Background: an optimization exercise with open tools, aiming at small area, a short achievable clock period and few clock cycles per item. Do not read the settings as production practice.
The RTL was checked by simulation tests, not by an equivalence proof against the original design.

==> module gAo, before the edit <==
module gAo (input logic a1, input logic a2, input logic b1, input logic b2, output logic y);
  assign y = (a1 & a2) | (b1 & b2);
endmodule
==> module aesEncryptCore, before the edit <==
module aesEncryptCore (
  input  logic    clk,
  input  logic    arstN,
  input  logic    validIn,
  input  aesPkg::aesBlock key,
  input  aesPkg::aesBlock data,
  output aesPkg::aesBlock dataOut,
  output aesPkg::aesBlock keyOut,
  output logic    validOut,
  output logic    busy
);
  aesPkg::aesBlock stateA;
  aesPkg::aesBlock keyA;
  logic [7:0]      rconA;
  logic            actA;
  aesPkg::aesBlock subbedB;
  aesPkg::aesBlock keyB;
  aesPkg::aesWord  subWordB;
  logic [7:0]      rconB;
  logic            actB;
  logic            loadB;
  logic            stepB;
  logic            load;
  logic            mixEn;
  logic            actANext;
  logic            finANext;
  aesPkg::aesBlock subbed;
  aesPkg::aesWord  subWord;
  aesPkg::aesBlock shifted;
  aesPkg::aesBlock mixTerm;
  aesPkg::aesBlock keyNext;
  aesPkg::aesBlock keyD;
  aesPkg::aesBlock stateD;
  roundControl i_roundControl (
    .validIn  (validIn),
    .actB     (actB),
    .rconB    (rconB),
    .load     (load),
    .mixEn    (mixEn),
    .actANext (actANext),
    .finANext (finANext)
  );
  subBytes i_subBytes (
    .state  (stateA),
    .subbed (subbed)
  );
  keySubWord i_keySubWord (
    .keyQ    (keyA),
    .subWord (subWord)
  );
  keyExpand i_keyExpand (
    .keyQ    (keyB),
    .subWord (subWordB),
    .rcon    (rconB),
    .keyNext (keyNext)
  );
  roundDatapath i_roundDatapath (
    .subbed  (subbedB),
    .mixEn   (mixEn),
    .shifted (shifted),
    .mixTerm (mixTerm)
  );
  for (genvar k = 0; k < 128; k++) begin : gLoad
    logic mixed;
    logic picked;
    gAo   i_key  (.a1(loadB), .a2(key.flat[k]), .b1(stepB), .b2(keyNext.flat[k]), .y(keyD.flat[k]));
    gXor  i_mix  (.a(shifted.flat[k]), .b(mixTerm.flat[k]), .y(mixed));
    gAo   i_pick (.a1(loadB), .a2(data.flat[k]), .b1(stepB), .b2(mixed), .y(picked));
    gXor  i_ark  (.a(picked), .b(keyD.flat[k]), .y(stateD.flat[k]));
  end
  assign stepB = !loadB;
  always_ff @(posedge clk or negedge arstN) begin
    if (!arstN) begin
      loadB <= 1'b1;
    end else begin
      loadB <= !actA;
    end
  end
  always_ff @(posedge clk or negedge arstN) begin
    if (!arstN) begin
      actA     <= 1'b0;
      actB     <= 1'b0;
      validOut <= 1'b0;
    end else begin
      actA     <= actANext;
      actB     <= actA;
      validOut <= finANext;
    end
  end
  always_ff @(posedge clk) begin
    rconA    <= load ? 8'(8'h01) : aesPkg::xtime(rconB);
    keyA     <= keyD;
    stateA   <= stateD;
    rconB    <= rconA;
    keyB     <= keyA;
    subWordB <= subWord;
    subbedB  <= subbed;
  end
  assign busy    = actB;
  assign dataOut = stateA;
  assign keyOut  = keyA;
endmodule
Settings: LEC_CHECK=0, CAP_MARGIN=20, CELL_PAD_IN_SITES_DETAIL_PLACEMENT=0, CELL_PAD_IN_SITES_GLOBAL_PLACEMENT=0, CORE_MARGIN=2, CORE_UTILIZATION=65, PLACE_DENSITY=0.8, SLEW_MARGIN=20, SYNTH_HIERARCHICAL=1; clock period 20.0 ns.
standard.sh (not shown) runs the stock make flow with config.mk's settings and CLKGATE_MAP_FILE= SYNTH_SCRIPT=/design/flow/synth_recipe.tcl, a recipe that flattens the netlist after the stock synthesis.
==> flow/flow/run.sh <==
#!/bin/bash
# The standard layout, except that the port buffers are the smallest
# plain buffer (buf_1) instead of the delay buffer buffer_ports picks by
# default. Every port still gets its own buffer; the SDC, the clock period
# and every other step are the standard ones.
set -euo pipefail
bash standard.sh synth > synth.log 2>&1
bash standard.sh "BUFFER_PORTS_ARGS=-buffer_cell sky130_fd_sc_hd__buf_1" finish > layout.log 2>&1
The first run passed the timing, DRC and antenna checks.
Testbench counts at the start, summed over its fixed seeds: cycles 5,640, blocks 512.
==> next run, changes <==
--- a/flow/design.v
+++ b/flow/design.v
@@ -23,6 +23,9 @@
   assign y = ~(a | b);
 endmodule
-module gAo (input logic a1, input logic a2, input logic b1, input logic b2, output logic y);
-  assign y = (a1 & a2) | (b1 & b2);
+module gMux (input logic s, input logic a, input logic b, output logic y);
+  assign y = s ? b : a;
+endmodule
+module gMuxN (input logic s, input logic a, input logic b, output logic y);
+  assign y = ~(s ? b : a);
 endmodule
 module sBox (
@@ -313,6 +316,4 @@
   logic [7:0]      rconB;
   logic            actB;
-  logic            loadB;
-  logic            stepB;
   logic            load;
   logic            mixEn;
@@ -357,17 +358,9 @@
   for (genvar k = 0; k < 128; k++) begin : gLoad
     logic mixed;
-    logic picked;
-    gAo   i_key  (.a1(loadB), .a2(key.flat[k]), .b1(stepB), .b2(keyNext.flat[k]), .y(keyD.flat[k]));
-    gXor  i_mix  (.a(shifted.flat[k]), .b(mixTerm.flat[k]), .y(mixed));
-    gAo   i_pick (.a1(loadB), .a2(data.flat[k]), .b1(stepB), .b2(mixed), .y(picked));
-    gXor  i_ark  (.a(picked), .b(keyD.flat[k]), .y(stateD.flat[k]));
-  end
-  assign stepB = !loadB;
-  always_ff @(posedge clk or negedge arstN) begin
-    if (!arstN) begin
-      loadB <= 1'b1;
-    end else begin
-      loadB <= !actA;
-    end
+    logic pickedN;
+    gMux  i_key   (.s(load), .a(keyNext.flat[k]), .b(key.flat[k]), .y(keyD.flat[k]));
+    gXor  i_mix   (.a(shifted.flat[k]), .b(mixTerm.flat[k]), .y(mixed));
+    gMuxN i_pick  (.s(load), .a(mixed), .b(data.flat[k]), .y(pickedN));
+    gXnor i_ark   (.a(pickedN), .b(keyD.flat[k]), .y(stateD.flat[k]));
   end
   always_ff @(posedge clk or negedge arstN) begin
After rerunning: The new run finished with timing, DRC and antenna clean. Worst setup slack improves by 0.15 ns. Cell area goes up by 1.9%. Core utilization came out lower by 0.22 points. Via count fell by 3.8%. Final cell count stays flat. Non-clock buffer count decreases by 2. Synthesized cell count hardly moves.
Testbench counts after the change, summed over its fixed seeds: cycles 5,640, blocks 512.

==> static timing again, ports no longer ideal <==
The results above use ideal ports. As a check the final layouts listed here were re-extracted and re-timed, cells and wires unchanged.
Step 1 assumes that a clkbuf_16 drives the clock port and a buf_2 every other input.
Step 2 times the ports against the registers' clock, not the clock port: input delays grow and output delays shrink by t, the midpoint of the rising clock arrivals with the driver on.
Three values: ideal, step 1, step 2; two values: the first two.
run	shift t [ns]	slack for setup (ns)	worst setup path after step 2
the first run	0.700	14.175 / 14.110 / 14.783	register to register
the second run	0.692	14.322 / 14.253 / 14.545	input to register
After both steps setup and hold are still met in every run listed.
